This design comes from an exercise in tuning for small area and a short achievable clock period on the open sky130 flow, not from production work.
RTL that was checked went through simulation tests only; none was proved equivalent to the original.
For runs 1, 2 and 7, only the layout was checked, not whether the RTL still works.

===== design/flow/run.sh =====
#!/bin/bash
# synth_recipe.tcl (not shown) runs the flow's synth.tcl, then flattens the netlist and writes it again
# the make line also repeats each setting of config.mk as NAME=value (left out here)
make -C /OpenROAD-flow-scripts/flow DESIGN_CONFIG=/design/flow/config.mk WORK_HOME=/design/flow/orfs CLKGATE_MAP_FILE= SYNTH_SCRIPT=/design/flow/synth_recipe.tcl finish

===== design/flow/constraint.sdc =====
create_clock -name core_clock -period 6.5 [get_ports {clk}]
set_input_delay 1.3000 -clock core_clock [delete_from_list [all_inputs] [get_ports {clk}]]
set_output_delay 1.3000 -clock core_clock [all_outputs]
set_load 0.01 [all_outputs]

===== design/flow/design.v =====
module rsi_top
(
    input  logic   clk,
    input  logic   reset,
    input  logic [16-1:0] price,
    input  logic   price_valid,
    input  logic   eod,
    output logic   rsi_valid,
    output logic [7-1:0]   rsi,
    output logic   buy,
    output logic   sell
);
    localparam int PW = 16;    
    localparam int SW = 20;      
    localparam int N  = 14;     
    localparam int XW = 27;      
    logic          take;
    logic [PW-1:0] prev;
    logic          have_prev;
    logic [3:0]    cnt;           
    logic [PW:0]   diff;
    logic          up;            
    logic [PW-1:0] code;          
    logic          mv_valid;
    logic          mv_first, mv_full, mv_out;
    logic          mv_up;
    logic [PW-1:0] mv_code;
    logic [PW-1:0] in_price;
    logic          in_valid, in_eod;
    always_ff @(posedge clk) begin
        in_price <= price;
    end
    always_ff @(posedge clk or posedge reset) begin
        if (reset) begin
            in_valid <= 1'b0;
            in_eod   <= 1'b0;
        end else begin
            in_valid <= price_valid;
            in_eod   <= eod;
        end
    end
    assign take = in_valid && !in_eod;
    assign diff = {1'b0, in_price} - {1'b0, prev};
    assign up   = !diff[PW];
    assign code = diff[PW-1:0] ^ {PW{!up}};
    always_ff @(posedge clk) begin
        if (take) prev <= in_price;
        mv_code  <= code;
        mv_up    <= up;
        mv_first <= take && have_prev && (cnt == 4'd0);
        mv_full  <= take && have_prev && (cnt == 4'(N));
        mv_out   <= (cnt >= 4'(N - 1));
    end
    always_ff @(posedge clk or posedge reset) begin
        if (reset) begin
            have_prev <= 1'b0;
            cnt       <= '0;
            mv_valid  <= 1'b0;
        end else if (in_eod) begin
            have_prev <= 1'b0;
            cnt       <= '0;
            mv_valid  <= 1'b0;
        end else begin
            mv_valid <= take && have_prev;
            if (take) have_prev <= 1'b1;
            if (take && have_prev && cnt != 4'(N)) cnt <= cnt + 4'd1;
        end
    end
    logic [PW:0]   win [N];       
    logic [SW-1:0] tsum, gsum;
    logic          sums_valid;
    logic [PW-1:0] old_code;
    logic          old_up;
    logic [SW-1:0] t_base, g_base;
    logic [SW-1:0] t_b, t_c, t_s, t_cy;
    logic [SW-1:0] g_b, g_c, g_s, g_cy;
    logic [SW:0]   t_wide, g_wide;
    logic [PW-1:0] new_code;
    logic          new_nup;
    assign new_code = mv_valid ? mv_code : '0;
    assign new_nup  = mv_valid && !mv_up;
    assign old_code = mv_full ? win[N-1][PW-1:0] : '0;
    assign old_up   = mv_full ? win[N-1][PW]     : 1'b1;
    assign t_base   = mv_first ? '0 : tsum;
    assign g_base   = mv_first ? '0 : gsum;
    assign t_b  = {{(SW-PW){1'b0}}, new_code};
    assign t_c  = ~{{(SW-PW){1'b0}}, old_code};
    assign t_s  = t_base ^ t_b ^ t_c;
    assign t_cy = {(t_base[SW-2:0] & t_b[SW-2:0]) | (t_base[SW-2:0] & t_c[SW-2:0]) |
                   (t_b[SW-2:0] & t_c[SW-2:0]), new_nup};
    assign t_wide = {t_s, 1'b1} + {t_cy, old_up};
    assign g_b  = (mv_valid && mv_up) ? {{(SW-PW){1'b0}}, mv_code} : '0;
    assign g_c  = ~((old_up ? {{(SW-PW){1'b0}}, old_code} : '0));
    assign g_s  = g_base ^ g_b ^ g_c;
    assign g_cy = {(g_base[SW-2:0] & g_b[SW-2:0]) | (g_base[SW-2:0] & g_c[SW-2:0]) |
                   (g_b[SW-2:0] & g_c[SW-2:0]), 1'b1};
    assign g_wide = {1'b0, g_s} + {1'b0, g_cy};
    always_ff @(posedge clk) begin
        if (mv_valid) begin
            win[0] <= {mv_up, mv_code};
            for (int i = 1; i < N; i++) win[i] <= win[i-1];
        end
        tsum <= t_wide[SW:1];
        gsum <= g_wide[SW-1:0];
    end
    always_ff @(posedge clk or posedge reset) begin
        if (reset) sums_valid <= 1'b0;
        else       sums_valid <= mv_valid && mv_out;
    end
    logic [XW-1:0] x_a, x_b, x_c, x_s, x_cy, x_sum;
    logic [XW-1:2] m_x;           
    logic [SW-1:0] m_t;
    logic          m_v;
    assign x_a   = XW'(gsum) << 6;
    assign x_b   = XW'(gsum) << 5;
    assign x_c   = XW'(gsum) << 2;
    assign x_s   = x_a ^ x_b ^ x_c;
    assign x_cy  = {(x_a[XW-2:0] & x_b[XW-2:0]) | (x_a[XW-2:0] & x_c[XW-2:0]) |
                    (x_b[XW-2:0] & x_c[XW-2:0]), 1'b0};
    assign x_sum = x_s + x_cy;
    always_ff @(posedge clk) begin
        m_x <= x_sum[XW-1:2];
        m_t <= tsum;
    end
    always_ff @(posedge clk or posedge reset) begin
        if (reset) m_v <= 1'b0;
        else       m_v <= sums_valid;
    end
    logic [SW-1:0] d_h [1:6];     
    logic [SW-1:0] d_t [1:6];
    logic [5:2]    d_x [1:6];     
    logic [6:0]    d_q [1:6];     
    logic          d_v [1:6];
    logic [6:0]    q_last;        
    logic          v_last;
    genvar j;
    generate
        for (j = 6; j >= 0; j--) begin : g_step
            logic [SW:0]   hi_in;
            logic [SW-1:0] dvs;
            logic [6:0]    q_in;
            logic [SW+1:0] trial;
            logic          fits;
            logic [SW-1:0] h_new;
            logic [6:0]    q_new;
            if (j == 6) begin : g_first
                assign hi_in = m_x[XW-1:6];
                assign dvs   = m_t;
                assign q_in  = '0;
            end else begin : g_next
                assign hi_in = {d_h[j+1], (j >= 2) ? d_x[j+1][(j >= 2) ? j : 2] : 1'b0};
                assign dvs   = d_t[j+1];
                assign q_in  = d_q[j+1];
            end
            assign trial = {1'b0, hi_in} - {2'b00, dvs};
            assign fits  = !trial[SW+1];
            assign h_new = fits ? trial[SW-1:0] : hi_in[SW-1:0];
            assign q_new = q_in | (7'(fits) << j);
            if (j > 0) begin : g_reg
                always_ff @(posedge clk) begin
                    d_h[j] <= h_new;
                    d_t[j] <= dvs;
                    d_q[j] <= q_new;
                end
                if (j == 6) begin : g_x6
                    always_ff @(posedge clk) d_x[j] <= m_x[5:2];
                    always_ff @(posedge clk or posedge reset) begin
                        if (reset) d_v[j] <= 1'b0;
                        else       d_v[j] <= m_v;
                    end
                end else begin : g_xn
                    always_ff @(posedge clk) d_x[j] <= d_x[j+1];
                    always_ff @(posedge clk or posedge reset) begin
                        if (reset) d_v[j] <= 1'b0;
                        else       d_v[j] <= d_v[j+1];
                    end
                end
            end else begin : g_last
                assign q_last = q_new;
                assign v_last = d_v[1];
            end
        end
    endgenerate
    logic [6:0] q_fin;
    logic [6:0] rsi_d;
    assign q_fin = q_last;
    assign rsi_d = (q_fin == 7'd127) ? 7'd50 : q_fin;
    always_ff @(posedge clk) begin
        rsi <= rsi_d;
    end
    always_ff @(posedge clk or posedge reset) begin
        if (reset) begin
            rsi_valid <= 1'b0;
            buy       <= 1'b0;
            sell      <= 1'b0;
        end else begin
            rsi_valid <= v_last;
            buy       <= v_last && (rsi_d < 7'(30));
            sell      <= v_last && (rsi_d > 7'(70));
        end
    end
endmodule

===== design/flow/config.mk =====
export PLATFORM = sky130hd
export DESIGN_NAME = rsi_top
export DESIGN_NICKNAME = rsi_top
export VERILOG_FILES = /design/flow/design.v
export SDC_FILE = /design/flow/constraint.sdc
export NUM_CORES = 4
export LEC_CHECK = 0
export CAP_MARGIN = 20
export CORE_MARGIN = 2
export CORE_UTILIZATION = 40
export CTS_CLUSTER_DIAMETER = 120
export CTS_CLUSTER_SIZE = 30
export SETUP_SLACK_MARGIN = 3.0
export SLEW_MARGIN = 20

==> impl_metrics.ini, run 1 <==
[timing]
hold_viol = 0
min_period_ns = 3.42
rsz0062_at_grt = yes
relSlewSlack_pct = 31.4
finClkSkew_ns = 0.0266
maxSlewViolCount = 0
finalCritPeriodShare_pct = 52.6
tightest_slew_ns = 1.02
setup-violations-final = 0
timing.setup.tns_ns = 0
max_freq_mhz = 293

[final_layout]
n_antenna_cell = 0
nNetsFinal = 2900
area_delta_synth_final_pct = 9.18
final_common_cell = dfxtp_1
fillerInstances = 6642
final_area_um2 = 32200
layout-drive-gt1-share_pct = 7.15
final_cell_mix = dfxtp_1 (397), inv_1 (258), edfxtp_1 (254), ha_1 (208), nand2_1 (168)

[worst_setup_path]
crit_fanout = 4
reg2reg_depth = 9
critPathKind = register to register
cp-start-kind = register
timing.critical_path.to_type = register
r2r-end = d_h[5][19]
crit_chain = inv_1 -> ha_1 -> nor2b_1 -> o31a_1 -> o41a_1 -> a31o_4 -> a2111oi_4 -> o21ai_2 -> a211oi_1
r2r_slack_ns = 3.08
crit_slowest_cell = a211oi_1
critPathTopFamily = compound AO/OA/AOI/OAI gates
critPathMaxStageDelay_ns = 0.79
arrival_ns = 3.84
regToRegStartpoint = d_t[6][1]
cp.buffers_inverters = 1
required_ns = 6.92

[hold_path]
hold_end = d_q[3][4]
hp-class = register to register
hp-start = d_q[4][4]
whs_path_depth = 0

[yosys]
async_flop_share_pct = 2.83
synth_area_um2 = 29500
syn_area_per_cell_um2 = 11.5
syn_nets = 2862
yosysSeqAreaShare_pct = 54.5
ys_ff_latch = 672
synthCells = 2563
ys_warn_count = 7
synth_edf_count = 254
synth_cell_type_count = 73
synthFlopType = dfxtp_1

[route]
vias = 17800
firstDrtPassIters = 5
drc = 0
postRouteAntennaNets = 0
routed_wl_mm = 55.6
wl_per_cell_um = 15.6
viasPerCell = 4.98
drtIter0Drc = 804

[global_routing]
gr-total-overflow = 0
grt_pass1_vias = 18000
grt_max_degree = 66
antenna_found_initial = 0
grt_first_pass_wirelength_mm = 90.2
grt.total_usage_pct = 14.5

[clock_tree]
cts.sinks = 672
cts_root_buf = clkbuf_16
clock_insertion_delay_worst_skew_ns = 0.63
path_clk_slew_ns = 0.11
cts_max_level = 1
cts_hold_buf = 0
cts_max_path_buffers = 3
numCtsBuffers = 26
cts_tree = done

[placement]
io_buffers = 29
place_area_um2 = 31200
gp_congestion = 0.857
hpwl_mm = 41.7

[floorplan]
dieWidth_um = 276
pin_count = 30
initial_utilization_pct = 40.4
die_h_um = 276
core_area_um2 = 73000
die-area_um2 = 75900
std_cell_rows = 99

[job]
drv_cap = 0

[status]
outcome = complete, no violations
==> state kept, by name (all words and copies together), names as in the netlist, 4 cells and up <==
signal,count
in_price,16
tsum,20
gsum,20
d_x,10
d_v,6
d_h,120
d_t,120
m_t,20
d_q,21
prev,16
win,238
m_x,25
rsi,7
mv_code,16
cnt,4
==> metrics by stage <==
step | utilization, % | std cells | hold WS, ns | setup WS, ns
3_3_place_gp | 42.8 | 3523 | 0.313 | 2.56
5_1_grt | 44.1 | 3575 | 0.343 | 2.97
6_report | 44.1 | 3575 | 0.338 | 3.08
2_1_floorplan | - | 2563 | 0.310 | 1.89
3_5_place_dp | 42.8 | 3523 | 0.312 | 2.53
4_1_cts | 43.9 | 3568 | 0.339 | 3.00
==> timing repair <==
item                                    in CTS  in global routing
setup buffers                                2                  5
endpoints found under the setup margin      51                 44
pin swaps                                    0                  5
gates cloned                                 0                  2
resized for setup                            7                  9
==> metal layers <==
metal	wire length (um)	global-route usage (%)
met5	0	0
met4	1910	4.77
met3	1270	1.64
met2	28300	26.6
met1	24200	17.7
==> Yosys cell counts, types with 50 or more instances <==
library cell	number	share of area, %
o21ai_0	118	2.0
xnor2_1	110	3.3
nand2_1	171	2.2
dfxtp_1	399	27
a21oi_1	111	1.9
ha_1	221	9.4
nor2_1	148	1.9
fa_1	58	3.9
nand2b_1	53	1.1
inv_1	261	3.3
nor3_1	50	0.85
edfxtp_1	254	26
==> worst max-delay path by stage <==
stage / from / endpoint / slack [ns] / cells past startpoint
5_1_grt: mv_valid / gsum[19] / 2.97 / 13
3_5_place_dp: mv_valid / tsum[18] / 2.53 / 11
2_1_floorplan: mv_valid / gsum[19] / 1.89 / 14
3_3_place_gp: mv_valid / tsum[18] / 2.56 / 11
6_report: d_t[6][1] / d_h[5][19] / 3.08 / 9
4_1_cts: mv_first / tsum[18] / 3.00 / 12
==> worst reg2reg max path, stage by stage, from the launching register on <==
cell	delay (ns)
dfxtp_1	0.47
inv_1	0.07
ha_1	0.26
nor2b_1	0.13
o31a_1	0.28
o41a_1	0.40
a31o_4	0.30
a2111oi_4	0.37
o21ai_2	0.14
a211oi_1	0.79
==> cell families after synthesis <==
kind of cell    Yosys count  share of synthesized area (%)
fa+ha+maj               279                           13.3
xor+xnor                159                           4.72
flops                   672                           54.5
buf+inv                 297                           3.86
compound gates          499                           11.3
simple gates            590                           9.59
mux                      67                           2.63
==> area by class of cell <==
type / instances / area, um2 / share of cell area (%)
multi-input combinational: 1596 / 12700 / 39.4
timing repair buffer: 44 / 488 / 1.52
sequential: 672 / 16100 / 50.0
inverter: 261 / 980 / 3.04
tap: 959 / 1200 / 3.73
clock buffer: 40 / 703 / 2.18
clock inverter: 3 / 41.3 / 0.128
==> inputs of run 2 (changes only) <==
--- a/design/flow/config.mk
+++ b/design/flow/config.mk
@@ -10,5 +10,5 @@
 export CORE_UTILIZATION = 40
 export CTS_CLUSTER_DIAMETER = 120
 export CTS_CLUSTER_SIZE = 30
-export SETUP_SLACK_MARGIN = 3.0
+export SETUP_SLACK_MARGIN = 3.3
 export SLEW_MARGIN = 20
==> run 2 against run 1 <==
Net effect:
- clock skew down 0.0057 ns
- register-to-register slack better by 0.13 ns
- largest cell class unchanged
- critical endpoint is now tsum[19]
- final cell count rose by 1.3%
- wire length up 4.0%
- sequential cell count unchanged
- utilization increased by 1.1 points
- first-iteration DRC count is 3.1% higher
- setup slack improved by 0.13 ns
- still clean
==> impl_metrics.ini, run 2 <==
[status]
outcome = complete, no violations

[yosys]
synth_edf_count = 254
synth_most_common_cell = dfxtp_1
yosysSeqAreaShare_pct = 54.5
syn_area_per_cell_um2 = 11.5
async_flop_share_pct = 2.83
synth_top_family_by_area = adder cells
ys_warn_count = 7
syn_nets = 2862
ys_ff_latch = 672
synth_common_cells = dfxtp_1 (399), inv_1 (261), edfxtp_1 (254)
yosys.area_share.xor_xnor_pct = 4.72
synth_fa_ha_area_share_pct = 13.3
synth_area_leader_cell = dfxtp_1
synth-compound-area-share_pct = 11.3
synth_top_cells_by_area = dfxtp_1 (27%), edfxtp_1 (26%), ha_1 (9.4%), fa_1 (3.9%), inv_1 (3.3%)
synthMuxAreaShare_pct = 2.63
yosysTopAreaCellShare_pct = 27.1
synthCells = 2563
synth_cell_type_count = 73
synthFlopType = dfxtp_1
synthSimpleGateAreaFrac_pct = 9.59
synth_area_um2 = 29500

[timing]
maxSlewViolCount = 0
finalCritPeriodShare_pct = 50.5
relSlewSlack_pct = 26.6
min_period_ns = 3.29
rsz0062_at_grt = yes
setup-violations-final = 0
tightest_slew_ns = 1.10
hold_viol = 0
max_freq_mhz = 304
timing.setup.tns_ns = 0
finClkSkew_ns = 0.0209

[worst_setup_path]
cp-start-kind = register
regToRegStartpoint = mv_valid
critPathKind = register to register
required_ns = 7.05
timing.critical_path.to_type = register
r2r_slack_ns = 3.21
reg2reg_depth = 13
arrival_ns = 3.83
r2r-end = tsum[19]
crit_fanout = 4

[floorplan]
core_area_um2 = 73000
std_cell_rows = 99
die_h_um = 276
initial_utilization_pct = 40.4
pin_count = 30
die-area_um2 = 75900
dieWidth_um = 276

[hold_path]
hp-class = register to register
hold_end = d_q[1][2]
whs_path_depth = 0
hp-start = d_q[2][2]

[clock_tree]
cts_max_path_buffers = 3
cts_hold_buf = 0
numCtsBuffers = 26
cts_root_buf = clkbuf_16
cts.sinks = 672
cts_max_level = 1
cts_tree = done
clock_insertion_delay_worst_skew_ns = 0.62
path_clk_slew_ns = 0.11

[final_layout]
n_antenna_cell = 0
final_area_um2 = 33000
final_common_cell = dfxtp_1
reg_top3 = win x238, d_h x120, d_t x120
fillerInstances = 6566
top_register = win
layout-drive-gt1-share_pct = 10.4
final_cell_mix = dfxtp_1 (388), inv_1 (257), edfxtp_1 (254), ha_1 (203), nand2_1 (167)
area_delta_synth_final_pct = 11.9
nNetsFinal = 2945
largest_reg_flops = 238

[route]
firstDrtPassIters = 5
drc = 0
vias = 18100
postRouteAntennaNets = 0
viasPerCell = 5.01
drtIter0Drc = 829
wl_per_cell_um = 16.0
routed_wl_mm = 57.8

[global_routing]
grt.total_usage_pct = 15.3
grt_pass1_vias = 18400
grt_max_degree = 81
antenna_found_initial = 0
gr-total-overflow = 0
grt_first_pass_wirelength_mm = 94.3

[placement]
place_area_um2 = 31200
gp_congestion = 0.874
hpwl_mm = 42.2
io_buffers = 29

[job]
drv_cap = 0
run 2: how the worst max path moves through the flow:
stage                     endpoint  depth (start not counted)  slack, ns     start
after CTS                 tsum[19]                         13       3.20  mv_valid
after floorplan           gsum[19]                         14       1.89  mv_valid
after global placement    gsum[19]                         13       2.54  mv_valid
after global routing      gsum[19]                         14       3.11  mv_valid
after detailed placement  gsum[19]                         13       2.42  mv_valid
final                     tsum[19]                         13       3.21  mv_valid
run 2: area by class of cell:
class                      count  area, um2  share of cell area, %
clock inverter                 3       62.6                  0.190
clock buffer                  40        703                   2.13
multi-input combinational   1597      13000                   39.4
sequential                   672      16100                   48.8
tap                          959       1200                   3.64
inverter                     261        982                   2.98
timing repair buffer          88        948                   2.87
run 2: cell families (layout without fill, tap and decap cells):
logic type	after synthesis	after routing
flip-flops	672	672
AND/OR/NAND/NOR	590	590
AO/OA/AOI/OAI	499	502
buffers and inverters	297	392
adder cells (fa/ha/maj)	279	279
XOR/XNOR	159	159
multiplexers	67	67
run 2: layer usage:
| layer | GRT usage [%] | share of wire, % | vias to the layer above |
|---|---|---|---|
| met5 | 0 | 0 | - |
| met4 | 7.20 | 5.4 | 0 |
| met3 | 1.51 | 2.2 | 105 |
| met2 | 28.0 | 50 | 220 |
| met1 | 18.0 | 42 | 8718 |
| li1 | - | - | 9082 |
run 2: worst max-delay path, stage by stage (launching register included):
cell and delay, ns:
dfrtp_4 0.52, buf_12 0.15, buf_6 0.12, and2_4 0.16
fa_1 0.52, ha_4 0.22, a211o_1 0.32, and3_1 0.16
a22oi_2 0.17, a31o_2 0.20, o211ai_1 0.11, a31o_2 0.28
a21oi_2 0.13, xor2_1 0.16
run 2: per-stage QoR:
step	hold WS, ns	worst slack (ns)	instances	util [%]
5_1_grt	0.342	3.11	3620	45.2
3_5_place_dp	0.312	2.42	3523	42.8
2_1_floorplan	0.310	1.89	2563	-
3_3_place_gp	0.312	2.54	3523	42.8
6_report	0.338	3.21	3620	45.2
4_1_cts	0.339	3.20	3612	44.9
run 2: what timing repair did:
| item | CTS | global route |
|---|---|---|
| setup buffers | 40 | 8 |
| endpoints found under the hold margin | 0 | 0 |
| cloned | 6 | 0 |
| gates resized for setup | 74 | 27 |
| pin swaps | 36 | 21 |
| setup endpoints to repair | 98 | 96 |
==> inputs of run 3 (changes only) <==
--- a/design/flow/design.v
+++ b/design/flow/design.v
@@ -71,41 +71,48 @@
     logic          sums_valid;
     logic [PW-1:0] old_code;
     logic          old_up;
-    logic [SW-1:0] t_base, g_base;
-    logic [SW-1:0] t_b, t_c, t_s, t_cy;
-    logic [SW-1:0] g_b, g_c, g_s, g_cy;
-    logic [SW:0]   t_wide, g_wide;
     logic [PW-1:0] new_code;
     logic          new_nup;
+    logic [PW+2:0] dt_wide;
+    logic [PW+1:0] dg_wide;
+    logic [PW+1:0] sd_t;          
+    logic          sd_nup;
+    logic [PW:0]   sd_g;          
+    logic          sd_first;
+    logic          sd_valid;
     assign new_code = mv_valid ? mv_code : '0;
     assign new_nup  = mv_valid && !mv_up;
     assign old_code = mv_full ? win[N-1][PW-1:0] : '0;
     assign old_up   = mv_full ? win[N-1][PW]     : 1'b1;
-    assign t_base   = mv_first ? '0 : tsum;
-    assign g_base   = mv_first ? '0 : gsum;
-    assign t_b  = {{(SW-PW){1'b0}}, new_code};
-    assign t_c  = ~{{(SW-PW){1'b0}}, old_code};
-    assign t_s  = t_base ^ t_b ^ t_c;
-    assign t_cy = {(t_base[SW-2:0] & t_b[SW-2:0]) | (t_base[SW-2:0] & t_c[SW-2:0]) |
-                   (t_b[SW-2:0] & t_c[SW-2:0]), new_nup};
-    assign t_wide = {t_s, 1'b1} + {t_cy, old_up};
-    assign g_b  = (mv_valid && mv_up) ? {{(SW-PW){1'b0}}, mv_code} : '0;
-    assign g_c  = ~((old_up ? {{(SW-PW){1'b0}}, old_code} : '0));
-    assign g_s  = g_base ^ g_b ^ g_c;
-    assign g_cy = {(g_base[SW-2:0] & g_b[SW-2:0]) | (g_base[SW-2:0] & g_c[SW-2:0]) |
-                   (g_b[SW-2:0] & g_c[SW-2:0]), 1'b1};
-    assign g_wide = {1'b0, g_s} + {1'b0, g_cy};
+    assign dt_wide = {2'b00, new_code, 1'b1} + {2'b11, ~old_code, old_up};
+    assign dg_wide = {1'b0, (mv_valid && mv_up) ? mv_code : '0, 1'b1} +
+                     {1'b1, ~(old_up ? old_code : '0), 1'b1};
     always_ff @(posedge clk) begin
         if (mv_valid) begin
             win[0] <= {mv_up, mv_code};
             for (int i = 1; i < N; i++) win[i] <= win[i-1];
         end
+        sd_t     <= dt_wide[PW+2:1];
+        sd_nup   <= new_nup;
+        sd_g     <= dg_wide[PW+1:1];
+        sd_first <= mv_first;
+    end
+    always_ff @(posedge clk or posedge reset) begin
+        if (reset) sd_valid <= 1'b0;
+        else       sd_valid <= mv_valid && mv_out;
+    end
+    logic [SW-1:0] t_base, g_base;
+    logic [SW:0]   t_wide;
+    assign t_base = sd_first ? '0 : tsum;
+    assign g_base = sd_first ? '0 : gsum;
+    assign t_wide = {t_base, 1'b1} + {{(SW-PW-2){sd_t[PW+1]}}, sd_t, sd_nup};
+    always_ff @(posedge clk) begin
         tsum <= t_wide[SW:1];
-        gsum <= g_wide[SW-1:0];
+        gsum <= g_base + {{(SW-PW-1){sd_g[PW]}}, sd_g};
     end
     always_ff @(posedge clk or posedge reset) begin
         if (reset) sums_valid <= 1'b0;
-        else       sums_valid <= mv_valid && mv_out;
+        else       sums_valid <= sd_valid;
     end
     logic [XW-1:0] x_a, x_b, x_c, x_s, x_cy, x_sum;
     logic [XW-1:2] m_x;           
--- a/design/flow/config.mk
+++ b/design/flow/config.mk
@@ -5,10 +5,11 @@
 export SDC_FILE = /design/flow/constraint.sdc
 export NUM_CORES = 4
 export LEC_CHECK = 0
+export ABC_AREA = 1
 export CAP_MARGIN = 20
 export CORE_MARGIN = 2
 export CORE_UTILIZATION = 40
 export CTS_CLUSTER_DIAMETER = 120
 export CTS_CLUSTER_SIZE = 30
-export SETUP_SLACK_MARGIN = 3.3
+export SETUP_SLACK_MARGIN = 3.6
 export SLEW_MARGIN = 20
==> run 3 against run 2 <==
Net effect:
- utilization is 2.0 points lower
- global-route usage is 2.7 points higher
- first-iteration DRC count is 79% higher
- clock-buffer cell count is 2 higher
- wire length is 40% higher
- worst hold slack worse by 0.0030 ns
- fmax is 21% higher
- design area is 12% higher
- die area is 17% higher
- critical endpoint is now m_x[22]
==> impl_metrics.ini, run 3 <==
[status]
outcome = complete, no violations

[yosys]
synth_common_cells = nand2_1 (899), inv_1 (551), dfxtp_1 (436)
synth_edf_count = 254
synth_area_leader_cell = dfxtp_1
syn_area_per_cell_um2 = 8.83
syn_nets = 4224
synth_most_common_cell = nand2_1
synth_area_um2 = 34600
ys_warn_count = 7
async_flop_share_pct = 2.82
synthCells = 3922
yosysTopAreaCellShare_pct = 25.2
synth_cell_type_count = 55
ys_ff_latch = 710
synthFlopType = dfxtp_1
yosysSeqAreaShare_pct = 48.7
synth_top_cells_by_area = dfxtp_1 (25%), edfxtp_1 (22%), nand2_1 (9.7%), ha_1 (9.2%), inv_1 (6.0%)

[placement]
gp_congestion = 0.904
hpwl_mm = 64.3
io_buffers = 29
dp_cells = 5066
place_area_um2 = 36200

[job]
drv_cap = 0

[final_layout]
final_cell_mix = nand2_1 (895), inv_1 (549), dfxtp_1 (434), nor2_1 (352), edfxtp_1 (254)
area_delta_synth_final_pct = 6.72
seqCellArea_um2 = 16900
largest_reg_flops = 238
layout-drive-gt1-share_pct = 6.30
fin_util_pct = 43.2
fin_cells = 5111
final_common_cell = nand2_1
nNetsFinal = 4253
fillerInstances = 8491
multi_input_area_um2 = 15500
final_area_um2 = 37000
reg_top3 = win x238, d_h x120, d_t x120
top_register = win

[global_routing]
grt_pass1_vias = 24200
gr-total-overflow = 0
antenna_found_initial = 0
grt_first_pass_wirelength_mm = 128
grt.total_usage_pct = 18.0
grt_max_degree = 89

[clock_tree]
cts.sinks = 710
cts_tree = done
numCtsBuffers = 27
cts_max_path_buffers = 3
cts_hold_buf = 0
cts_root_buf = clkbuf_16
cts_max_level = 1
path_clk_slew_ns = 0.12
clock_insertion_delay_worst_skew_ns = 0.64

[route]
drc = 0
vias = 24900
drtIter0Drc = 1486
wl_per_cell_um = 15.8
routed_wl_mm = 80.7
postRouteAntennaNets = 0
firstDrtPassIters = 7
viasPerCell = 4.87

[floorplan]
std_cell_rows = 107
pin_count = 30
initial_utilization_pct = 40.5
die-area_um2 = 89000
die_h_um = 298
core_area_um2 = 85500
dieWidth_um = 298

[worst_setup_path]
critPathMaxStageDelay_ns = 0.53
crit_fanout = 4
required_ns = 7.05
cp-start-kind = register
crit_chain = fa_1 -> ha_1 -> inv_1 -> fa_1 -> nor3_1 -> nor2_1 -> o21ai_1 -> nand2_1 -> nand3_1 -> nand2_1
arrival_ns = 3.25
critPathKind = register to register
timing.critical_path.to_type = register
crit_slowest_cell = fa_1

[timing]
finalCritPeriodShare_pct = 41.6
hold_viol = 0
tightest_slew_ns = 1.01
timing.setup.tns_ns = 0
min_period_ns = 2.71
rsz0062_at_grt = yes
relSlewSlack_pct = 32.9
max_freq_mhz = 370
maxSlewViolCount = 0
setup-violations-final = 0
finClkSkew_ns = 0.0232

[hold_path]
hp-class = register to register
## run 3: changes by cell type in the layout (fill, tap and decap cells not counted), moves of 38 or more
| cell | previous run | this run |
|---|---|---|
| nand4_1 | 8 | 53 |
| a21oi_2 | 22 | 68 |
| dfxtp_1 | 388 | 434 |
| nor2_1 | 145 | 352 |
| nand2_1 | 167 | 895 |
| inv_1 | 257 | 549 |
| nor2b_1 | 42 | 0 |
| nand2b_1 | 52 | 0 |
| nand3_1 | 27 | 231 |
| o21a_1 | 45 | 7 |
| a21oi_1 | 88 | 231 |
| mux2_2 | 38 | 0 |
| xnor2_1 | 110 | 60 |
| ha_1 | 203 | 252 |
## run 3: metal layers
metal / GRT usage (%) / wire [um] / up-vias / part of all wire (%)
li1: - / - / 12800 / -
met1: 22.7 / 35500 / 11500 / 44
met2: 31.5 / 38500 / 451 / 48
met3: 2.01 / 2900 / 152 / 3.6
met4: 7.43 / 3730 / 0 / 4.6
met5: 0 / 0 / - / 0
## run 3: worst paths after layout
check / start / end / slack [ns] / cells past startpoint
max: gsum[1] / m_x[22] / 3.79 / 10
min: d_x[5][0] / d_x[4][0] / 0.33 / 0
max reg2reg: gsum[1] / m_x[22] / 3.79 / 10
min reg2reg: d_x[5][0] / d_x[4][0] / 0.33 / 0
max in group asynchronous: reset / mv_valid / 4.81 / 2
min in group asynchronous: reset / cnt[0] / 1.11 / 2
## run 3: cell families (layout without fill, tap and decap cells)
logic type,Yosys count,after routing,synth area share (%)
AND/OR/NAND/NOR,1723,1723,22.0
flip-flops,710,710,48.7
buffers and inverters,597,641,7.00
AO/OA/AOI/OAI,482,482,8.25
adder cells (fa/ha/maj),282,282,10.8
XOR/XNOR,128,128,3.30
other,0,1,0
## run 3: cell type report
class	count	share of cell area, %
well taps	1144	3.87
diodes	1	0.00677
multi-input cells	2615	41.8
clock buffers	42	1.98
clock inverters	2	0.0846
inverters	564	5.73
flip-flops and latches	710	45.6
repair buffers	33	0.897
## run 3: critical path: cells and delay by family, from the launching register on
family / cells / cell delay (ns)
flops: 1 / 0.40
fa+ha+maj: 3 / 1.22
compound gates: 1 / 0.32
buf+inv: 1 / 0.07
simple gates: 5 / 0.62
## run 3: through the flow
step           hold slack [ns]  setup WS (ns)
2_1_floorplan            0.310           2.64
3_3_place_gp             0.310           3.43
3_5_place_dp             0.312           3.40
4_1_cts                  0.338           3.61
5_1_grt                  0.347           3.60
6_report                 0.335           3.79
## run 3: timing repair
| action | CTS | global route |
|---|---|---|
| buffers inserted | 0 | 0 |
| setup endpoints to repair | 106 | 26 |
| gates resized for setup | 12 | 8 |
==> inputs of run 4 (changes only) <==
--- a/design/flow/config.mk
+++ b/design/flow/config.mk
@@ -11,5 +11,5 @@
 export CORE_UTILIZATION = 40
 export CTS_CLUSTER_DIAMETER = 120
 export CTS_CLUSTER_SIZE = 30
-export SETUP_SLACK_MARGIN = 3.6
+export SETUP_SLACK_MARGIN = 4.2
 export SLEW_MARGIN = 20
==> run 4 against run 3 <==
Net effect:
- still clean
- synthesized area is the same
- largest cell class unchanged
- sequential share of layout area shrank 1.8 points
- first-iteration DRC count grew 0.20%
- register-to-register slack gained 0.35 ns
- critical endpoint is now rsi_valid
- non-clock buffer count grew 65
- wire length grew 5.9%
- clock-buffer cell count is the same
- setup slack gained 0.26 ns
- highest routed layer unchanged
- via count grew 2.4%
- utilization grew 2.0 points
==> impl_metrics.ini, run 4 <==
[status]
outcome = complete, no violations

[yosys]
synth_area_leader_cell = dfxtp_1
yosysTopAreaCellShare_pct = 25.2
synth_top_cells_by_area = dfxtp_1 (25%), edfxtp_1 (22%), nand2_1 (9.7%), ha_1 (9.2%), inv_1 (6.0%)
yosysSeqAreaShare_pct = 48.7
ys_ff_latch = 710
synth_area_um2 = 34600
syn_nets = 4224
synthFlopType = dfxtp_1
synth_cell_type_count = 55
synth_most_common_cell = nand2_1
async_flop_share_pct = 2.82
synthCells = 3922
synth_edf_count = 254
ys_warn_count = 7
synth_common_cells = nand2_1 (899), inv_1 (551), dfxtp_1 (436)
syn_area_per_cell_um2 = 8.83

[final_layout]
n_antenna_cell = 0
reg_top3 = win x238, d_h x120, d_t x120
final_common_cell = nand2_1
largest_reg_flops = 238
nNetsFinal = 4329
fin_util_pct = 45.2
area_delta_synth_final_pct = 11.5
final_cell_mix = nand2_1 (871), inv_1 (545), dfxtp_1 (403), nor2_1 (344), edfxtp_1 (254)
layout-drive-gt1-share_pct = 12.2
top_register = win

[global_routing]
use_met2_pct = 34.6
antenna_found_initial = 0
busiest_layer = met2
gr-total-overflow = 0
grt_pass1_vias = 24900
grt.total_usage_pct = 18.7
grt_max_degree = 99
grt_first_pass_wirelength_mm = 133
met3_usage_pct = 1.45
use_met1_pct = 22.9

[worst_setup_path]
crit_fanout = 1
critPathKind = register to output pin
crit_chain = buf_6
required_ns = 5.20
path_depth = 1
critPathTopFamily = flip-flops
reg2reg_depth = 8
timing.critical_path.to_type = output pin
crit_slowest_cell = dfrtp_1
cp-start-kind = register
critPathMaxStageDelay_ns = 0.39
arrival_ns = 1.15
cp.buffers_inverters = 1

[clock_tree]
path_clk_slew_ns = 0.11
cts_max_level = 1
cts_hold_buf = 0
cts_max_path_buffers = 3
cts_root_buf = clkbuf_16
cts_tree = done
numCtsBuffers = 27
clock_insertion_delay_worst_skew_ns = 0.63
cts.sinks = 710

[floorplan]
die-area_um2 = 89000
initial_utilization_pct = 40.5
pin_count = 30
dieWidth_um = 298
core_area_um2 = 85500
std_cell_rows = 107
die_h_um = 298

[timing]
max_freq_mhz = 408
min_period_ns = 2.45
rsz0062_at_grt = yes
hold_viol = 0
setup-violations-final = 0
finalCritPeriodShare_pct = 37.7
finClkSkew_ns = 0.0257
timing.setup.tns_ns = 0
tightest_slew_ns = 0.861
maxSlewViolCount = 0
relSlewSlack_pct = 42.6

[route]
viasPerCell = 4.92
drc = 0
routed_wl_mm = 85.5
postRouteAntennaNets = 0
wl_per_cell_um = 16.5
firstDrtPassIters = 5
drtIter0Drc = 1489
vias = 25500

[placement]
hpwl_mm = 64.2
gp_congestion = 0.897
io_buffers = 29

[hold_path]
hp-class = register to register
whs_path_depth = 0

[job]
drv_cap = 0
## run 4: cell counts after synthesis
No cell type changed its count.
## run 4: timing repair
action | CTS | global route
pin swaps | 25 | 47
setup buffers | 31 | 32
gates resized for setup | 166 | 122
setup endpoints to repair | 206 | 167
cloned | 8 | 7
## run 4: cells by family after synthesis
kind of cell,Yosys count,synth area share [%]
AND/OR/NAND/NOR,1723,22.0
flip-flops,710,48.7
buffers and inverters,597,7.00
AO/OA/AOI/OAI,482,8.25
adder cells (fa/ha/maj),282,10.8
XOR/XNOR,128,3.30
## run 4: path summary, 6_finish.rpt
kind / from / slack (ns) / endpoint
worst max-delay path: rsi_valid / 4.05 / rsi_valid
worst min-delay path: mv_first / 0.33 / sd_first
worst max register to register: gsum[11] / 4.14 / m_x[20]
worst min register to register: mv_first / 0.33 / sd_first
max in group asynchronous: reset / 4.75 / mv_valid
min in group asynchronous: reset / 1.13 / mv_valid
## run 4: metal layers
layer / share of wire (%) / wire, um / up-vias
met1: 43 / 36400 / 11900
met4: 3.8 / 3230 / 0
met2: 51 / 43400 / 452
met5: 0 / 0 / -
li1: - / - / 13000
met3: 2.9 / 2480 / 140
## run 4: through the flow
stage	worst slack [ns]	hold WS, ns	cells	instance area (um2)
floorplan	2.64	0.310	3922	34700
global placement	3.07	0.310	5064	36200
detailed placement	3.04	0.312	5064	36200
CTS	4.01	0.339	5147	37700
global route	3.99	0.345	5186	38600
finish	4.05	0.333	5186	38600
## run 4: final cells by class
type / count / area (um2)
Multi-Input combinational cell: 2626 / 16300
Timing Repair Buffer: 98 / 1060
Sequential cell: 710 / 16900
Clock buffer: 42 / 732
Fill cell: 8349 / 46900
Clock inverter: 2 / 20.0
Tap cell: 1144 / 1430
Inverter: 564 / 2120
==> inputs of run 5 (changes only) <==
==> design/flow/config.mk (replaced) <==
export PLATFORM = sky130hd
export DESIGN_NAME = rsi_top
export DESIGN_NICKNAME = rsi_top
export VERILOG_FILES = /design/flow/design.v
export SDC_FILE = /design/flow/constraint.sdc
export NUM_CORES = 4
export LEC_CHECK = 0
export CAP_MARGIN = 20
export CORE_MARGIN = 2
export CORE_UTILIZATION = 40
export CTS_CLUSTER_DIAMETER = 120
export CTS_CLUSTER_SIZE = 30
export SETUP_SLACK_MARGIN = 3.9
export SLEW_MARGIN = 20
==> run 5 against run 4 <==
Net effect:
- highest routed layer unchanged
- synthesized area fell by 13%
- critical path depth rose by 13
- largest cell class unchanged
- setup slack got worse by 0.61 ns
- non-clock buffer count rose by 137
==> impl_metrics.ini, run 5 <==
[yosys]
synth_top_cells_by_area = dfxtp_1 (29%), edfxtp_1 (25%), ha_1 (10%), xnor2_1 (4.2%), inv_1 (2.8%)
synth-compound-area-share_pct = 10.7
synth_most_common_cell = dfxtp_1
yosysSeqAreaShare_pct = 55.6
syn_area_per_cell_um2 = 11.8
async_flop_share_pct = 2.82
synthSimpleGateAreaFrac_pct = 8.80
syn_nets = 2859
synth_fa_ha_area_share_pct = 12.3
ys_ff_latch = 710
synthMuxAreaShare_pct = 3.91
yosysTopAreaCellShare_pct = 28.8
synth_area_um2 = 30300
synth_common_cells = dfxtp_1 (436), edfxtp_1 (254), ha_1 (254)
synth_edf_count = 254
yosys.area_share.xor_xnor_pct = 5.35
ys_warn_count = 7
synth_top_family_by_area = adder cells
synthCells = 2557
synthFlopType = dfxtp_1
synth_cell_type_count = 68
synth_area_leader_cell = dfxtp_1

[timing]
maxSlewViolCount = 0
setup_ws_ns = 3.44
hold_viol = 0
timing.setup.tns_ns = 0
relSlewSlack_pct = 28.9
tightest_slew_ns = 1.06
rsz0062_at_grt = yes
min_period_ns = 3.06
max_freq_mhz = 327
setup-violations-final = 0
finalCritPeriodShare_pct = 47.1
finClkSkew_ns = 0.0372

[worst_setup_path]
required_ns = 7.00
regToRegStartpoint = m_t[4]
cp-start-kind = register
arrival_ns = 3.57
critPathKind = register to register
crit_start = m_t[4]
timing.critical_path.to_type = register
crit_fanout = 5
r2r_slack_ns = 3.44

[global_routing]
antenna_found_initial = 0
grt_max_degree = 205
grt_pass1_vias = 19000
gr-total-overflow = 0
grt_first_pass_wirelength_mm = 95.0
grt.total_usage_pct = 14.9

[job]
drv_cap = 0

[route]
wl_per_cell_um = 15.9
viasPerCell = 4.96
postRouteAntennaNets = 0
drtIter0Drc = 950
routed_wl_mm = 59.9
vias = 18800
drc = 0
firstDrtPassIters = 5

[clock_tree]
cts_tree = done
numCtsBuffers = 27
cts_max_path_buffers = 3
clock_insertion_delay_worst_skew_ns = 0.64
path_clk_slew_ns = 0.11
cts.sinks = 710
cts_root_buf = clkbuf_16
cts_hold_buf = 0
cts_max_level = 1

[final_layout]
final_cell_mix = dfxtp_1 (399), edfxtp_1 (254), inv_1 (210), ha_1 (206), nor2_1 (141)
n_antenna_cell = 0
layout-drive-gt1-share_pct = 22.9
seqCellArea_um2 = 16900
top_register = win
reg_top3 = win x238, d_h x120, d_t x120
largest_reg_flops = 238
final_common_cell = dfxtp_1
fillerInstances = 6478
final_area_um2 = 36800
nNetsFinal = 3098
multi_input_area_um2 = 14500
area_delta_synth_final_pct = 21.6

[status]
outcome = complete, no violations

[floorplan]
pin_count = 30
die-area_um2 = 77900
core_area_um2 = 74700
std_cell_rows = 100
dieWidth_um = 279
die_h_um = 279
initial_utilization_pct = 40.6

[placement]
io_buffers = 29
hpwl_mm = 38.7
pre_cts_ws_ns = 3.00
gp_congestion = 0.841
place_area_um2 = 32300

[hold_path]
hp-start = d_q[4][4]
hp-class = register to register
[run 5: per-layer routing]
metal,up-vias,share of wire [%],global-route usage [%]
met5,-,0,0
met4,0,3.3,4.81
met3,98,1.9,1.37
met2,221,55,29.5
met1,9000,40,16.5
li1,9441,-,-
[run 5: logic make-up (layout without fill, tap and decap cells)]
group	count (synthesis)	after routing
xor+xnor	185	185
mux	100	100
compound gates	486	492
simple gates	538	538
buf+inv	256	503
flops	710	710
fa+ha+maj	282	282
[run 5: layout make-up]
| class | count | area share (%) |
|---|---|---|
| flip-flops and latches | 710 | 46.0 |
| multi-input cells | 1597 | 39.5 |
| repair buffers | 235 | 6.91 |
| well taps | 969 | 3.29 |
| inverters | 225 | 2.29 |
| clock buffers | 41 | 1.98 |
| clock inverters | 2 | 0.0849 |
[run 5: critical path, cell delays in order, from the launching register on]
cell and delay [ns]:
dfxtp_2 0.37, inv_2 0.05, ha_4 0.21, a21o_1 0.17, or3_4 0.35, nor2_4 0.15
o31ai_4 0.10, a21o_1 0.22, a21o_1 0.18, o31a_1 0.30, a21boi_4 0.20, buf_6 0.13
buf_12 0.10, buf_16 0.12, mux2_4 0.29
[run 5: worst paths after layout]
| check | end | cells after the start |
|---|---|---|
| setup reg to reg | d_h[6][15] | 14 |
| max in group asynchronous | mv_valid | 2 |
| min in group asynchronous | d_v[3] | 2 |
| hold reg to reg | d_q[3][4] | 0 |
| hold / removal | d_q[3][4] | 0 |
| setup / recovery | d_h[6][15] | 14 |
[run 5: repair_timing]
action / CTS / global route
endpoints found under the setup margin: 201 / 187
pin swaps: 92 / 111
cloned: 21 / 0
resized for setup: 253 / 157
buffers inserted: 119 / 65
[run 5: per-stage QoR]
stage | cells | util (%) | hold WS (ns)
4_1_cts | 3714 | 47.7 | 0.334
2_1_floorplan | 2557 | - | 0.310
6_report | 3779 | 49.3 | 0.331
5_1_grt | 3779 | 49.3 | 0.332
3_3_place_gp | 3531 | 43.3 | 0.313
3_5_place_dp | 3531 | 43.3 | 0.312
==> inputs of run 6 (changes only) <==
--- a/design/flow/config.mk
+++ b/design/flow/config.mk
@@ -5,6 +5,7 @@
 export SDC_FILE = /design/flow/constraint.sdc
 export NUM_CORES = 4
 export LEC_CHECK = 0
+export ABC_AREA = 1
 export CAP_MARGIN = 20
 export CORE_MARGIN = 2
 export CORE_UTILIZATION = 40
==> run 6 against run 5 <==
Net effect:
- still clean
- global-route usage grew 3.2 points
- critical endpoint is now rsi[4]
- fmax is 20% higher
- sequential cell count stayed put
==> impl_metrics.ini, run 6 <==
[yosys]
yosysSeqAreaShare_pct = 48.7
ys_warn_count = 7
async_flop_share_pct = 2.82
synth_area_um2 = 34600
synthCells = 3922
synth_area_leader_cell = dfxtp_1
syn_nets = 4224
yosysTopAreaCellShare_pct = 25.2
synth_top_cells_by_area = dfxtp_1 (25%), edfxtp_1 (22%), nand2_1 (9.7%), ha_1 (9.2%), inv_1 (6.0%)
synth_common_cells = nand2_1 (899), inv_1 (551), dfxtp_1 (436)
synth_cell_type_count = 55
ys_ff_latch = 710
synthFlopType = dfxtp_1
synth_edf_count = 254
syn_area_per_cell_um2 = 8.83
synth_most_common_cell = nand2_1

[final_layout]
top_register = win
final_common_cell = nand2_1
final_cell_mix = nand2_1 (894), inv_1 (548), dfxtp_1 (421), nor2_1 (351), edfxtp_1 (254)
n_antenna_cell = 0
largest_reg_flops = 238
nNetsFinal = 4264
fin_cells = 5121
final_area_um2 = 37200
layout-drive-gt1-share_pct = 7.39
reg_top3 = win x238, d_h x120, d_t x120
area_delta_synth_final_pct = 7.30

[clock_tree]
cts_tree = done
cts_max_path_buffers = 3
cts_root_buf = clkbuf_16
cts.sinks = 710
cts_max_level = 1
cts_hold_buf = 0
clock_insertion_delay_worst_skew_ns = 0.64
path_clk_slew_ns = 0.11
numCtsBuffers = 27

[route]
vias = 25000
routed_wl_mm = 81.8
firstDrtPassIters = 6
drtIter0Drc = 1549
wl_per_cell_um = 16.0
postRouteAntennaNets = 0
viasPerCell = 4.89
drc = 0

[global_routing]
antenna_found_initial = 0
grt_max_degree = 89
gr-total-overflow = 0
grt.total_usage_pct = 18.1
grt_pass1_vias = 24200
grt_first_pass_wirelength_mm = 129

[floorplan]
initial_utilization_pct = 40.5
pin_count = 30
core_area_um2 = 85500
dieWidth_um = 298
die_h_um = 298
die-area_um2 = 89000
std_cell_rows = 107

[worst_setup_path]
required_ns = 5.20
cp-start-kind = register
critPathKind = register to output pin
arrival_ns = 1.25
reg2reg_depth = 10
crit_chain = clkdlybuf4s15_2
critPathTopFamily = flip-flops
regToRegStartpoint = d_t[2][6]
critPathMaxStageDelay_ns = 0.40
cp.buffers_inverters = 1
crit_fanout = 1
r2r_slack_ns = 4.01
timing.critical_path.to_type = output pin
r2r-end = d_h[1][14]
crit_slowest_cell = dfxtp_4

[status]
outcome = complete, no violations

[timing]
setup-violations-final = 0
rsz0062_at_grt = yes
tightest_slew_ns = 1.01
min_period_ns = 2.55
relSlewSlack_pct = 32.7
timing.setup.tns_ns = 0
maxSlewViolCount = 0
finClkSkew_ns = 0.0234
hold_viol = 0
max_freq_mhz = 393
finalCritPeriodShare_pct = 39.2

[placement]
place_area_um2 = 36200
gp_congestion = 0.904
hpwl_mm = 64.3
io_buffers = 29
dp_cells = 5066

[hold_path]
hp-start = d_x[5][0]
whs_path_depth = 0
hp-class = register to register
hold_end = d_x[4][0]

[job]
drv_cap = 0
run 6: what timing repair did:
action	CTS	global route
endpoints found under the setup margin	168	67
setup buffers	1	7
pin swaps	0	6
endpoints found under the hold margin	0	0
resized for setup	46	31
cloned	0	3
run 6: cell families after synthesis:
| kind of cell | count (synthesis) | share of synthesized area (%) |
|---|---|---|
| and+or+nand+nor | 1723 | 22.0 |
| DFF | 710 | 48.7 |
| buffers and inverters | 597 | 7.00 |
| AOI/OAI and AO/OA | 482 | 8.25 |
| adders and majority gates | 282 | 10.8 |
| xor gates and xnor gates | 128 | 3.30 |
run 6: how the worst max path moves through the flow:
stage	end	cells past startpoint	start	slack [ns]
final	rsi[4]	1	rsi[4]	3.95
after global routing	tsum[14]	13	sd_first	3.81
after CTS	m_x[22]	10	gsum[1]	3.90
after detailed placement	sd_t[9]	12	mv_valid	3.40
after global placement	sd_t[9]	12	mv_valid	3.43
after floorplan	sd_g[14]	11	mv_valid	2.64
run 6: final cells by class:
class                      instances  area (um2)
clock buffer                      42         732
clock inverter                     2        31.3
fill                            8462       48400
inverter                         564        2120
multi-input combinational       2617       15500
sequential                       710       16900
tap                             1144        1430
timing repair buffer              42         437
run 6: through the flow:
step	worst slack, ns	utilization (%)	hold slack, ns
2_1_floorplan	2.64	-	0.310
3_3_place_gp	3.43	42.3	0.310
3_5_place_dp	3.40	42.3	0.312
4_1_cts	3.90	43.2	0.338
5_1_grt	3.81	43.4	0.347
6_report	3.95	43.4	0.334
run 6: routing by layer:
metal	part of all wire, %	vias up	GRT usage, %
li1	-	12800	-
met1	44	11600	22.7
met2	48	462	31.6
met3	3.6	152	2.04
met4	4.5	0	7.35
met5	0	-	0
==> inputs of run 7 (changes only) <==
--- a/design/flow/design.v
+++ b/design/flow/design.v
@@ -140,6 +140,20 @@
     logic          d_v [1:6];
     logic [6:0]    q_last;        
     logic          v_last;
+    function automatic [SW+1:0] sk_sub(input [SW:0] a, input [SW-1:0] t);
+        logic [SW:0]   b;
+        logic [SW+1:0] g, p;      
+        b = ~{1'b0, t};
+        g = {a & b, 1'b1};
+        p = {a ^ b, 1'b0};
+        for (int d = 1; d < SW + 2; d = d * 2)
+            for (int i = 0; i < SW + 2; i++)
+                if ((i / d) % 2 == 1) begin
+                    g[i] = g[i] | (p[i] & g[(i / d) * d - 1]);
+                    p[i] = p[i] & p[(i / d) * d - 1];
+                end
+        sk_sub = {g[SW+1], (a ^ b) ^ g[SW:0]};
+    endfunction
     genvar j;
     generate
         for (j = 6; j >= 0; j--) begin : g_step
@@ -159,8 +173,8 @@
                 assign dvs   = d_t[j+1];
                 assign q_in  = d_q[j+1];
             end
-            assign trial = {1'b0, hi_in} - {2'b00, dvs};
-            assign fits  = !trial[SW+1];
+            assign trial = sk_sub(hi_in, dvs);
+            assign fits  = trial[SW+1];
             assign h_new = fits ? trial[SW-1:0] : hi_in[SW-1:0];
             assign q_new = q_in | (7'(fits) << j);
             if (j > 0) begin : g_reg
==> run 7 against run 6 <==
Net effect:
- still clean
- via count fell by 17%
- first-iteration DRC count fell by 41%
- highest routed layer unchanged
- critical endpoint is now buy
- sequential cell count did not move
==> impl_metrics.ini, run 7 <==
[status]
outcome = complete, no violations

[yosys]
synth_area_um2 = 32100
synthFlopType = dfxtp_1
synth_cell_type_count = 44
ys_warn_count = 7
synth_edf_count = 254
synthCells = 3347
yosysSeqAreaShare_pct = 52.5
synth_most_common_cell = nand2_1
async_flop_share_pct = 2.82
syn_area_per_cell_um2 = 9.60
ys_ff_latch = 710
syn_nets = 3666
yosysTopAreaCellShare_pct = 27.2
synth_common_cells = nand2_1 (669), inv_1 (534), dfxtp_1 (436)
synth_area_leader_cell = dfxtp_1
synth_top_cells_by_area = dfxtp_1 (27%), edfxtp_1 (24%), ha_1 (9.9%), nand2_1 (7.8%), inv_1 (6.2%)

[route]
drtIter0Drc = 912
wl_per_cell_um = 13.2
vias = 20800
drc = 0
highest_layer = met4
wl_met3_mm = 1.07
viasPerCell = 4.66
wl_met2_mm = 30.5
routed_wl_mm = 58.8
firstDrtPassIters = 5
wl_met1_mm = 25.5
postRouteAntennaNets = 0

[job]
drv_cap = 0

[floorplan]
core_area_um2 = 79300
dieWidth_um = 287
die_h_um = 287
std_cell_rows = 103
pin_count = 30
initial_utilization_pct = 40.5
die-area_um2 = 82600

[worst_setup_path]
r2r_slack_ns = 4.02
cp-start-kind = register
crit_slowest_cell = dfrtp_1
required_ns = 5.20
regToRegStartpoint = gsum[6]
critPathKind = register to output pin
cp.buffers_inverters = 1
crit_fanout = 1
arrival_ns = 1.22
critPathMaxStageDelay_ns = 0.38
r2r-end = m_x[19]
crit_chain = clkdlybuf4s15_1
reg2reg_depth = 7
timing.critical_path.to_type = output pin
critPathTopFamily = flip-flops

[final_layout]
n_antenna_cell = 0
nNetsFinal = 3710
fin_cells = 4452
layout-drive-gt1-share_pct = 5.70
top_register = win
final_common_cell = nand2_1
largest_reg_flops = 238
area_delta_synth_final_pct = 7.80
final_area_um2 = 34600
fillerInstances = 7651
reg_top3 = win x238, d_h x120, d_t x120
final_cell_mix = nand2_1 (665), inv_1 (532), dfxtp_1 (419), edfxtp_1 (254), ha_1 (247)

[clock_tree]
cts.sinks = 710
cts_hold_buf = 0
cts_max_level = 1
cts_max_path_buffers = 3
numCtsBuffers = 27
cts_root_buf = clkbuf_16
path_clk_slew_ns = 0.11
clock_insertion_delay_worst_skew_ns = 0.62
cts_tree = done

[timing]
max_freq_mhz = 396
hold_viol = 0
finalCritPeriodShare_pct = 38.8
setup_ws_ns = 3.98
tightest_slew_ns = 0.911
relSlewSlack_pct = 39.2
maxSlewViolCount = 0
finClkSkew_ns = 0.0262
setup-violations-final = 0
timing.setup.tns_ns = 0
rsz0062_at_grt = yes
min_period_ns = 2.52

[placement]
place_area_um2 = 33700
hpwl_mm = 44.9
io_buffers = 29
gp_congestion = 0.891
pre_cts_ws_ns = 3.26
dp_cells = 4397

[hold_path]
hp-class = register to register
whs_path_depth = 0
hold_end = d_q[1][3]
hp-start = d_q[2][3]

[global_routing]
grt_max_degree = 78
grt_first_pass_wirelength_mm = 98.2
gr-total-overflow = 0
grt_pass1_vias = 20700
grt.total_usage_pct = 14.4
antenna_found_initial = 0

[pwr]
run 7: logic make-up after synthesis:
family	Yosys count	share of synthesized area (%)
compound gates	392	6.88
simple gates	1209	16.5
xor+xnor	157	4.28
buf+inv	580	7.13
flops	710	52.5
fa+ha+maj	299	12.7
run 7: how the worst max path moves through the flow:
stage | start | endpoint | slack (ns) | depth (start not counted)
floorplan | mv_valid | sd_g[10] | 2.68 | 12
global placement | mv_valid | sd_t[16] | 3.25 | 12
detailed placement | mv_valid | sd_t[16] | 3.26 | 12
CTS | sd_first | tsum[15] | 3.89 | 10
global route | mv_valid | sd_t[16] | 3.89 | 12
finish | buy | buy | 3.98 | 1
run 7: worst register-to-register path: cells and delay by family, from the launching register on:
| kind | cells | cell delay [ns] |
|---|---|---|
| adders and majority gates | 2 | 0.83 |
| and+or+nand+nor | 1 | 0.26 |
| AOI/OAI and AO/OA | 3 | 0.48 |
| xor gates and xnor gates | 1 | 0.36 |
| DFF | 1 | 0.43 |
run 7: timing repair:
action | 4_1_cts | 5_1_grt
gates resized for setup | 28 | 29
endpoints found under the setup margin | 105 | 34
buffers inserted | 3 | 12
pin swaps | 2 | 3
run 7: layer usage:
layer  track usage [%]  vias up
li1                  -    10900
met1              16.8     9584
met2              27.6      192
met3              1.29       98
met4              4.57        0
met5                 0        -
run 7: metrics by stage:
step | util [%] | hold WS [ns]
2_1_floorplan | - | 0.310
3_3_place_gp | 42.5 | 0.310
3_5_place_dp | 42.5 | 0.312
4_1_cts | 43.5 | 0.337
5_1_grt | 43.7 | 0.341
6_report | 43.7 | 0.337
run 7: layout make-up:
| cell class | instances | area, um2 | area share (%) |
|---|---|---|---|
| clock inverters | 1 | 11.3 | 0.0325 |
| repair buffers | 54 | 529 | 1.53 |
| inverters | 541 | 2030 | 5.86 |
| multi-input cells | 2057 | 13200 | 38.0 |
| well taps | 1050 | 1310 | 3.79 |
| flip-flops and latches | 710 | 16900 | 48.7 |
| clock buffers | 39 | 721 | 2.08 |
==> inputs of run 8 (changes only) <==
--- a/design/flow/design.v
+++ b/design/flow/design.v
@@ -147,11 +147,15 @@
         g = {a & b, 1'b1};
         p = {a ^ b, 1'b0};
         for (int d = 1; d < SW + 2; d = d * 2)
-            for (int i = 0; i < SW + 2; i++)
-                if ((i / d) % 2 == 1) begin
-                    g[i] = g[i] | (p[i] & g[(i / d) * d - 1]);
-                    p[i] = p[i] & p[(i / d) * d - 1];
-                end
+            for (int i = 2 * d - 1; i < SW + 2; i = i + 2 * d) begin
+                g[i] = g[i] | (p[i] & g[i - d]);
+                p[i] = p[i] & p[i - d];
+            end
+        for (int d = 16; d >= 1; d = d / 2)
+            for (int i = 3 * d - 1; i < SW + 2; i = i + 2 * d) begin
+                g[i] = g[i] | (p[i] & g[i - d]);
+                p[i] = p[i] & p[i - d];
+            end
         sk_sub = {g[SW+1], (a ^ b) ^ g[SW:0]};
     endfunction
     genvar j;
==> run 8 against run 7 <==
Net effect:
- worst hold slack got worse by 0.015 ns
- synthesized area decreased by 2.4%
- sequential cell count unchanged
- global-route usage decreased by 0.40 points
- non-clock buffer count decreased by 8
- setup slack improved by 0.0027 ns
==> impl_metrics.ini, run 8 <==
[final_layout]
final_cell_mix = nand2_1 (529), inv_1 (519), dfxtp_1 (416), edfxtp_1 (254), ha_1 (245)
top_register = win
fillerInstances = 7533
area_delta_synth_final_pct = 8.47
final_common_cell = nand2_1
reg_top3 = win x238, d_h x120, d_t x120
layout-drive-gt1-share_pct = 5.63
nNetsFinal = 3464
largest_reg_flops = 238
seqCellArea_um2 = 16900
n_antenna_cell = 0
final_area_um2 = 34000
multi_input_area_um2 = 12600

[yosys]
synth_area_um2 = 31400
yosys.area_share.xor_xnor_pct = 4.52
async_flop_share_pct = 2.82
syn_area_per_cell_um2 = 10.2
synth_common_cells = nand2_1 (542), inv_1 (520), dfxtp_1 (436)
synthFlopType = dfxtp_1
synth_most_common_cell = nand2_1
yosysSeqAreaShare_pct = 53.7
synth-compound-area-share_pct = 6.60
synthSimpleGateAreaFrac_pct = 12.9
synth_edf_count = 254
synth_fa_ha_area_share_pct = 14.9
ys_warn_count = 7
ys_ff_latch = 710
synth_top_family_by_area = adder cells
synth_cell_type_count = 49
synthCells = 3090
yosysTopAreaCellShare_pct = 27.8
synth_top_cells_by_area = dfxtp_1 (28%), edfxtp_1 (24%), ha_1 (10%), nand2_1 (6.5%), inv_1 (6.2%)
synthMuxAreaShare_pct = 0
syn_nets = 3439
synth_area_leader_cell = dfxtp_1

[global_routing]
use_met2_pct = 27.5
antenna_found_initial = 0
use_met1_pct = 15.9
met3_usage_pct = 1.42
grt_first_pass_wirelength_mm = 92.9
grt.total_usage_pct = 14.0
grt_max_degree = 164
busiest_layer = met2
gr-total-overflow = 0
grt_pass1_vias = 18900

[clock_tree]
clock_insertion_delay_worst_skew_ns = 0.62
cts_root_buf = clkbuf_16
cts_max_level = 1
numCtsBuffers = 27
cts.sinks = 710
cts_hold_buf = 0
cts_max_path_buffers = 3
path_clk_slew_ns = 0.12
cts_tree = done

[timing]
min_period_ns = 2.52
finClkSkew_ns = 0.0258
max_freq_mhz = 397
tightest_slew_ns = 0.844
whs_ns = 0.322
timing.setup.tns_ns = 0
relSlewSlack_pct = 43.7
rsz0062_at_grt = yes
setup_ws_ns = 3.98
finalCritPeriodShare_pct = 38.8
maxSlewViolCount = 0
setup-violations-final = 0
hold_viol = 0

[route]
wl_per_cell_um = 13.6
postRouteAntennaNets = 0
vias = 19100
viasPerCell = 4.59
firstDrtPassIters = 8
routed_wl_mm = 56.9
drtIter0Drc = 912
drc = 0

[placement]
gp_congestion = 0.865
hpwl_mm = 43.2
place_area_um2 = 32900
pre_cts_ws_ns = 3.11
io_buffers = 29

[job]
drv_cap = 0

[worst_setup_path]
cp-start-kind = register
arrival_ns = 1.22
critPathTopFamily = flip-flops
critPathKind = register to output pin
crit_chain = clkdlybuf4s15_1
critPathMaxStageDelay_ns = 0.39
crit_slowest_cell = dfrtp_1
timing.critical_path.to_type = output pin
crit_start = sell
required_ns = 5.20
regToRegStartpoint = gsum[7]
cp.buffers_inverters = 1
crit_fanout = 1

[floorplan]
dieWidth_um = 284
die_h_um = 284
pin_count = 30
core_area_um2 = 77600
std_cell_rows = 102
die-area_um2 = 80700
initial_utilization_pct = 40.4

[hold_path]
hp-start = d_q[2][5]
hp-class = register to register

[status]
outcome = complete, no violations
==> run 8: cell type report <==
cell class,instances,area share (%)
multi-input cells,1799,37.1
repair buffers,46,1.42
clock inverters,2,0.0588
clock buffers,40,2.13
inverters,531,5.86
flip-flops and latches,710,49.6
well taps,1040,3.82
==> run 8: kinds of logic (layout without fill, tap and decap cells) <==
family                   count (synthesis)  count (layout)
adder cells (fa/ha/maj)                329             329
AO/OA/AOI/OAI                          346             346
AND/OR/NAND/NOR                        962             962
buffers and inverters                  581             619
flip-flops                             710             710
XOR/XNOR                               162             162
==> run 8: routing by layer <==
| layer | vias to the layer above | wire [um] |
|---|---|---|
| li1 | 10000 | - |
| met1 | 8903 | 23600 |
| met2 | 152 | 30600 |
| met3 | 72 | 1060 |
| met4 | 0 | 1630 |
| met5 | - | 0 |
==> run 8: what timing repair did <==
| action | CTS | global route |
|---|---|---|
| pin swaps | 2 | 11 |
| cloned | 1 | 0 |
| setup endpoints to repair | 152 | 100 |
| resized for setup | 55 | 58 |
| buffers inserted | 3 | 3 |
==> run 8: per-stage QoR <==
step / instances / utilization (%)
finish: 4168 / 43.9
global route: 4168 / 43.9
CTS: 4165 / 43.6
detailed placement: 4119 / 42.4
global placement: 4119 / 42.4
floorplan: 3090 / -
==> run 8: worst paths after layout <==
kind / cells after the start / end / slack [ns]
worst max-delay path: 1 / sell / 3.98
worst min-delay path: 0 / d_q[1][5] / 0.32
worst max register to register: 9 / m_x[18] / 3.99
worst min register to register: 0 / d_q[1][5] / 0.32
max in group asynchronous: 2 / mv_valid / 4.76
min in group asynchronous: 2 / in_eod / 1.13

## afterwards: timing with drivers on the ports
In the flow no input, the clock included, has a driving cell. The finished layouts below were timed again as built, in two steps. Step 1, drivers: a clkbuf_16 drives clk and a buf_2 each remaining input, both assumed. Step 2 also shifts input and output timing later by t, the mid clock arrival at the registers, as if the neighbouring blocks saw the same clock. Three values: ideal, step 1, step 2; two values: the first two.
| run | t (ns) | setup slack, ns | worst setup path after step 2 |
|---|---|---|---|
| run 1 | 0.669 | 3.082 / 3.082 / 3.082 | register to register |
| run 2 | 0.672 | 3.215 / 3.215 / 3.215 | register to register |
| run 3 | 0.694 | 3.794 / 3.779 / 3.794 | register to register |
| run 4 | 0.683 | 4.050 / 3.985 / 4.113 | input, reset recovery |
| run 5 | 0.682 | 3.438 / 3.438 / 3.438 | register to register |
| run 6 | 0.695 | 3.954 / 3.888 / 4.014 | register to register |
| run 7 | 0.671 | 3.977 / 3.912 / 4.021 | register to register |
| run 8 | 0.669 | 3.980 / 3.916 / 3.993 | register to register |
After both steps setup and hold are still met in every run listed. The worst setup slack also covers recovery checks on asynchronous resets.
